From an optimization exercise on the open Yosys and OpenROAD flow, aimed at small area and a short achievable clock period; shortcuts taken in it are not production practice. Where RTL was checked, it was by simulation tests only, not by an equivalence proof against the original. Power and IR drop assume default switching activity.

==> v2 <==
// exec_core
module exec_core #(
    parameter int data_width = riscv_pkg::xlen
) (
    input  logic                  clk,
    input  logic                  arst_n,
    input  logic [31:0]           inst,
    input  logic                  inst_valid,
    output logic [data_width-1:0] result,
    output logic [4:0]            result_rd,
    output logic                  result_valid,
    output logic                  branch_taken
);
    logic [31:0] rs1_data, rs2_data, res, res_int, k, imm;
    logic        valid_q, wb_q, wb_d;
    logic [4:0]  rd_q;
    logic        rs2_en, fwd1, fwd2;
    logic        sub, sel_add, lp, lg, lui, sel_sll, sel_sr, sra;
    logic        lt_signed, sel_lt, br_eq, br_lt, br_inv;
    riscv_pkg::stage_t st_d, st_q;
    decode_ctrl decode_ctrl_inst (
        .inst       (inst),
        .inst_valid (inst_valid),
        .fwd_valid  (wb_q),
        .fwd_rd     (rd_q),
        .wb         (wb_d),
        .rs2_en     (rs2_en),
        .fwd1       (fwd1),
        .fwd2       (fwd2),
        .k          (k),
        .imm        (imm),
        .sub        (sub),
        .sel_add    (sel_add),
        .lp         (lp),
        .lg         (lg),
        .lui        (lui),
        .sel_sll    (sel_sll),
        .sel_sr     (sel_sr),
        .sra        (sra),
        .lt_signed  (lt_signed),
        .sel_lt     (sel_lt),
        .br_eq      (br_eq),
        .br_lt      (br_lt),
        .br_inv     (br_inv)
    );
  ...
export LEC_CHECK = 0
export CAP_MARGIN = 20
export CORE_MARGIN = 2
export CORE_UTILIZATION = 40
export PLACE_DENSITY = 0.6
export SETUP_SLACK_MARGIN = 5
export SLEW_MARGIN = 20
export SYNTH_HIERARCHICAL = 1
export SYNTH_MINIMUM_KEEP_SIZE = 0
export TNS_END_PERCENT = 100
create_clock -name core_clock -period 10.0 [get_ports {clk}]
standard.sh (not shown) runs the stock make flow with config.mk's settings and CLKGATE_MAP_FILE= SYNTH_SCRIPT=/design/flow/synth_recipe.tcl, a recipe that flattens the netlist after the stock synthesis.
==> flow/flow/run.sh <==
#!/bin/bash
# Own layout flow: the standard layout (standard.sh) with these changes.
#  1. DONT_USE_CELLS adds the full and half adder cells (fa, ha) and the
#     clkdlybuf4s delay buffers to the platform's list (flow/dont_use.txt
#     holds the whole list), so synthesis maps adders to plain gates and
#     port buffering and repair use ordinary buffers.
#  2. After synthesis, a22oi_2 and a21oi_2 cells (what synthesis makes of
#     the design's single-gate modules) start at size 1 (flow/swap.tcl).
#  3. Clock tree synthesis without dummy loads, with small sink clusters
#     (flow/settings.sh).
#  4. Timing repair aims at a shorter period than the design's clock
#     (setup margin from flow/settings.sh) on all endpoints.
# Everything else (synthesis script, floorplan, power grid, placement,
# routing, the clock period and constraints) is the standard flow.
# Each tool's full output goes to a log file here (flow_*.log); ORFS also
# writes each step's log under orfs/logs/.
set -euo pipefail
source flow/settings.sh
du="$(cat flow/dont_use.txt)"
vars=("DONT_USE_CELLS=$du" "CTS_ARGS=$CTS_ARGS" "SETUP_SLACK_MARGIN=$MARGIN" "TNS_END_PERCENT=$TNS")
res="orfs/results/${FLOW_PLATFORM:-sky130hd}/exec_core/base"

bash standard.sh "${vars[@]}" synth > flow_synth.log 2>&1
ODB_IN="$res/1_synth.odb" ODB_OUT="$res/1_synth.odb" SWAP="$SWAP" \
  openroad -no_init -exit flow/swap.tcl > flow_swap.log 2>&1
touch "$res/1_synth.sdc"
bash standard.sh "${vars[@]}" finish > flow_finish.log 2>&1
==> flow/flow/settings.sh <==
# Settings read by flow/run.sh
CTS_ARGS="-sink_clustering_enable -repair_clock_nets -dont_use_dummy_load -sink_clustering_size 20 -sink_clustering_max_diameter 50 -buf_list {sky130_fd_sc_hd__clkbuf_4 sky130_fd_sc_hd__clkbuf_8}"
MARGIN=5.5
TNS=100
SWAP="sky130_fd_sc_hd__a22oi_2 sky130_fd_sc_hd__a22oi_1 sky130_fd_sc_hd__a21oi_2 sky130_fd_sc_hd__a21oi_1"
Other scripts of this flow, unchanged in this note and not shown: flow/flow/dont_use.txt, flow/flow/swap.tcl
==> v19: changes against v2 <==
--- a/flow/design.v
+++ b/flow/design.v
@@ -5,14 +5,12 @@
     localparam logic [6:0] OPCODE_STORE  = 7'b0100011;
     localparam logic [6:0] OPCODE_OP     = 7'b0110011;
     localparam logic [6:0] OPCODE_LUI    = 7'b0110111;
     localparam logic [6:0] OPCODE_BRANCH = 7'b1100011;
     typedef struct packed {
-        logic [31:0] s0;        
-        logic [31:4] s1;        
-        logic [31:0] other_n;   
-        logic        sel_add_n;
+        logic [31:0] q0;        
+        logic [31:4] q1;        
         logic        c4;        
         logic [7:1]  gg;        
         logic [7:1]  gp;        
         logic        ltx;       
         logic        brx;       
@@ -59,13 +57,10 @@
     assign y = ~(a ^ b);
 endmodule
 module g_a21boi (input logic a1, input logic a2, input logic bn, output logic y);
     assign y = ~((a1 & a2) | ~bn);
 endmodule
-module g_o211ai (input logic a1, input logic a2, input logic b, input logic c, output logic y);
-    assign y = ~((a1 | a2) & b & c);
-endmodule
 module g_mux2i (input logic s, input logic a0, input logic a1, output logic y);
     assign y = ~(s ? a1 : a0);
 endmodule
 `timescale 1ns/1ps
 module regfile #(
@@ -161,12 +156,12 @@
     input  logic              br_lt,
     input  logic              br_inv,
     output riscv_pkg::stage_t st
 );
     logic [31:0] t, p, pn, gn, g, other_n;
-    logic [31:0] s0;              
-    logic [31:4] s1;              
+    logic [31:0] s0n;             
+    logic [31:4] s1n;             
     logic        subn;
     assign subn = ~sub;
     for (genvar i = 0; i < 32; i++) begin : g_pg
         g_xor2  u_t  (.a(s2[i]), .b(k[i]), .y(t[i]));
         g_xnor2 u_pn (.a(a[i]), .b(t[i]), .y(pn[i]));
@@ -197,57 +192,59 @@
         end
         for (genvar j = 0; j < 4; j++) begin : g_sum
             localparam int I = 4*b + j;
             if (b == 0) begin : g_cin
                 if (j == 0) begin : g_j0
-                    g_xor2  u_s (.a(pb[0]), .b(sub), .y(s0[I]));
+                    g_xnor2 u_s (.a(pb[0]), .b(sub), .y(s0n[I]));
                 end else if (j == 1) begin : g_j1
                     logic c;
                     g_oai21 u_c (.a1(pnb[0]), .a2(subn), .b(gnb[0]), .y(c));
-                    g_xor2  u_s (.a(pb[j]), .b(c), .y(s0[I]));
+                    g_xnor2 u_s (.a(pb[j]), .b(c), .y(s0n[I]));
                 end else if (j == 2) begin : g_j2
                     logic cn;
                     g_aoi21 u_c (.a1(p1[1]), .a2(sub), .b(g1[1]), .y(cn));
-                    g_xnor2 u_s (.a(pb[j]), .b(cn), .y(s0[I]));
+                    g_xor2  u_s (.a(pb[j]), .b(cn), .y(s0n[I]));
                 end else begin : g_j3
                     logic c;
                     g_oai21 u_c (.a1(p2n[2]), .a2(subn), .b(g2n[2]), .y(c));
-                    g_xor2  u_s (.a(pb[j]), .b(c), .y(s0[I]));
+                    g_xnor2 u_s (.a(pb[j]), .b(c), .y(s0n[I]));
                 end
             end else begin : g_cs
                 if (j == 0) begin : g_j0
-                    assign s0[I] = pb[0];
-                    assign s1[I] = pnb[0];
+                    assign s0n[I] = pnb[0];
+                    assign s1n[I] = pb[0];
                 end else if (j == 1) begin : g_j1
                     logic c1;
-                    g_xnor2 u_s0 (.a(pb[j]), .b(gnb[0]), .y(s0[I]));
+                    g_xor2  u_s0 (.a(pb[j]), .b(gnb[0]), .y(s0n[I]));
                     g_nand2 u_c1 (.a(gnb[0]), .b(pnb[0]), .y(c1));
-                    g_xor2  u_s1 (.a(pb[j]), .b(c1), .y(s1[I]));
+                    g_xnor2 u_s1 (.a(pb[j]), .b(c1), .y(s1n[I]));
                 end else if (j == 2) begin : g_j2
                     logic c1n;
-                    g_xor2  u_s0 (.a(pb[j]), .b(g1[1]), .y(s0[I]));
+                    g_xnor2 u_s0 (.a(pb[j]), .b(g1[1]), .y(s0n[I]));
                     g_nor2  u_c1 (.a(g1[1]), .b(p1[1]), .y(c1n));
-                    g_xnor2 u_s1 (.a(pb[j]), .b(c1n), .y(s1[I]));
+                    g_xor2  u_s1 (.a(pb[j]), .b(c1n), .y(s1n[I]));
                 end else begin : g_j3
                     logic c1;
-                    g_xnor2 u_s0 (.a(pb[j]), .b(g2n[2]), .y(s0[I]));
+                    g_xor2  u_s0 (.a(pb[j]), .b(g2n[2]), .y(s0n[I]));
                     g_nand2 u_c1 (.a(g2n[2]), .b(p2n[2]), .y(c1));
-                    g_xor2  u_s1 (.a(pb[j]), .b(c1), .y(s1[I]));
+                    g_xnor2 u_s1 (.a(pb[j]), .b(c1), .y(s1n[I]));
                 end
             end
         end
         if (b == 0) begin : g_c4
             g_oai21 u_c (.a1(p2n[3]), .a2(subn), .b(g2n[3]), .y(st.c4));
         end else begin : g_gp
             g_inv u_g (.a(g2n[3]), .y(st.gg[b]));
             g_inv u_p (.a(p2n[3]), .y(st.gp[b]));
         end
     end
-    assign st.s0        = s0;
-    assign st.s1        = s1;
-    assign st.other_n   = other_n;
-    assign st.sel_add_n = ~sel_add;
+    for (genvar i = 0; i < 32; i++) begin : g_q0
+        g_mux2i u (.s(sel_add), .a0(other_n[i]), .a1(s0n[i]), .y(st.q0[i]));
+    end
+    for (genvar i = 4; i < 32; i++) begin : g_q1
+        g_mux2i u (.s(sel_add), .a0(other_n[i]), .a1(s1n[i]), .y(st.q1[i]));
+    end
     assign st.ltx = ~(lt_signed & (a[31] ^ ~t[31]));
     assign st.brx = st.ltx ^ br_inv;
     logic [31:0] x0, x1, x2, x3;
     logic        fill, fill_n;
     assign fill   = sra & a[31];
@@ -374,22 +371,22 @@
         g_aoi21 u_g (.a1(l2p[k]), .a2(l2g[k-4]), .b(l2g[k]), .y(l3g_n[k]));
     end
     logic c32;
     g_inv u_c32 (.a(l3g_n[7]), .y(c32));
     logic [31:0] sum_n;
-    assign sum_n[3:0] = ~st.s0[3:0];
+    assign sum_n[3:0] = ~st.q0[3:0];
     for (genvar b = 1; b < 8; b++) begin : g_sel
         for (genvar j = 0; j < 4; j++) begin : g_bit
             localparam int I = 4*b + j;
             if (b == 1) begin : g_1
-                g_mux2i u (.s(st.c4), .a0(st.s0[I]), .a1(st.s1[I]), .y(sum_n[I]));
+                g_mux2i u (.s(st.c4), .a0(st.q0[I]), .a1(st.q1[I]), .y(sum_n[I]));
             end else if (b == 2) begin : g_2
-                g_mux2i u (.s(l1g_n[1]), .a0(st.s1[I]), .a1(st.s0[I]), .y(sum_n[I]));
+                g_mux2i u (.s(l1g_n[1]), .a0(st.q1[I]), .a1(st.q0[I]), .y(sum_n[I]));
             end else if (b < 5) begin : g_34
-                g_mux2i u (.s(l2g[b-1]), .a0(st.s0[I]), .a1(st.s1[I]), .y(sum_n[I]));
+                g_mux2i u (.s(l2g[b-1]), .a0(st.q0[I]), .a1(st.q1[I]), .y(sum_n[I]));
             end else begin : g_57
-                g_mux2i u (.s(l3g_n[b-1]), .a0(st.s1[I]), .a1(st.s0[I]), .y(sum_n[I]));
+                g_mux2i u (.s(l3g_n[b-1]), .a0(st.q1[I]), .a1(st.q0[I]), .y(sum_n[I]));
             end
         end
     end
     logic [31:0] y4, y5, shx_n;
     logic        fill_n;
@@ -412,19 +409,19 @@
     for (genvar i = 0; i < 32; i++) begin : g_shx
         g_aoi22 u (.a1(st.sel_sr), .a2(y5[i]), .b1(st.sel_sll), .b2(y5[31-i]), .y(shx_n[i]));
     end
     logic lt, eq;
     assign lt = c32 ^ st.ltx;
-    assign eq = &st.other_n;
+    assign eq = ~|st.q0;
     for (genvar i = 1; i < 32; i++) begin : g_res
-        g_o211ai u_out (.a1(sum_n[i]), .a2(st.sel_add_n), .b(st.other_n[i]), .c(shx_n[i]), .y(result[i]));
-        g_o211ai u_int (.a1(sum_n[i]), .a2(st.sel_add_n), .b(st.other_n[i]), .c(shx_n[i]), .y(result_int[i]));
+        g_nand2 u_out (.a(sum_n[i]), .b(shx_n[i]), .y(result[i]));
+        g_nand2 u_int (.a(sum_n[i]), .b(shx_n[i]), .y(result_int[i]));
     end
     logic lt_n;
     assign lt_n = ~(st.sel_lt & lt);
-    assign result[0]     = ~((sum_n[0] | st.sel_add_n) & st.other_n[0] & shx_n[0] & lt_n);
-    assign result_int[0] = result[0];
+    g_nand3 u_out0 (.a(sum_n[0]), .b(shx_n[0]), .c(lt_n), .y(result[0]));
+    g_nand3 u_int0 (.a(sum_n[0]), .b(shx_n[0]), .c(lt_n), .y(result_int[0]));
     assign taken = (st.br_eq & (eq ^ st.br_inv)) | (st.br_lt & (c32 ^ st.brx));
 endmodule
 `timescale 1ns/1ps
 module exec_core #(
     parameter int data_width = riscv_pkg::xlen
==> flow/flow/settings.sh (replaced) <==
# Settings read by flow/run.sh
CTS_ARGS="-sink_clustering_enable -repair_clock_nets -dont_use_dummy_load -sink_clustering_size 30 -sink_clustering_max_diameter 60"
MARGIN=5.5
TNS=100
SWAP="sky130_fd_sc_hd__a22oi_2 sky130_fd_sc_hd__a22oi_1 sky130_fd_sc_hd__a21oi_2 sky130_fd_sc_hd__a21oi_1"
==> summary.txt <==
status=complete, no violations; crit path buf inv count=4; met2 routed WL=around 90 mm; clock network share of area=~3.5%; row cnt=~130; slew margin rel.=between 10% and 20%; power density over the cells=~140 nW/um^2; Final Power=8721 uW; GR Util met3=9.571%
(the above is from v19)
==> summary.txt <==
met2 routed WL=between 90 and 100 mm; crit path buf inv count=3; power density over the cells=between 100 and 150 nW/um^2; slew margin rel.=around 15%; clock network share of area=under 10%; Final Power=between 8000 and 9000 uW; status=complete, no violations
(the above is from v2)
Function not checked in v2: the RTL went through the layout flow alone.

==> separate check: timing with driven ports <==
The results above use ideal ports. As a check the final layouts listed here were re-extracted and re-timed, cells and wires unchanged.
Step 1, drivers: a clkbuf_16 drives clk and a buf_2 each remaining input, both assumed.
Step 2 times the ports against the registers' clock, not the clock port: input delays grow and output delays shrink by t, the midpoint of the rising clock arrivals with the driver on.
Slacks: ideal ports / drivers / drivers and shift; pairs: ideal ports / drivers.
| run | shift t [ns] | setup WS [ns] | worst setup path after step 2 | clock arrival spread, ns | worst register clock-pin slew, ns |
|---|---|---|---|---|---|
| v2 | 0.925 | 5.349 / 5.284 / 4.464 | input to register | 0.102 / 0.102 | 0.11 / 0.11 |
| v19 | 0.786 | 5.426 / 5.452 / 4.683 | input to register | 0.084 / 0.083 | 0.11 / 0.11 |
After both steps every run listed still meets setup and hold. For v2, which loses most, drivers alone change the setup slack by -0.065 ns; drivers and shift together by -0.885 ns.
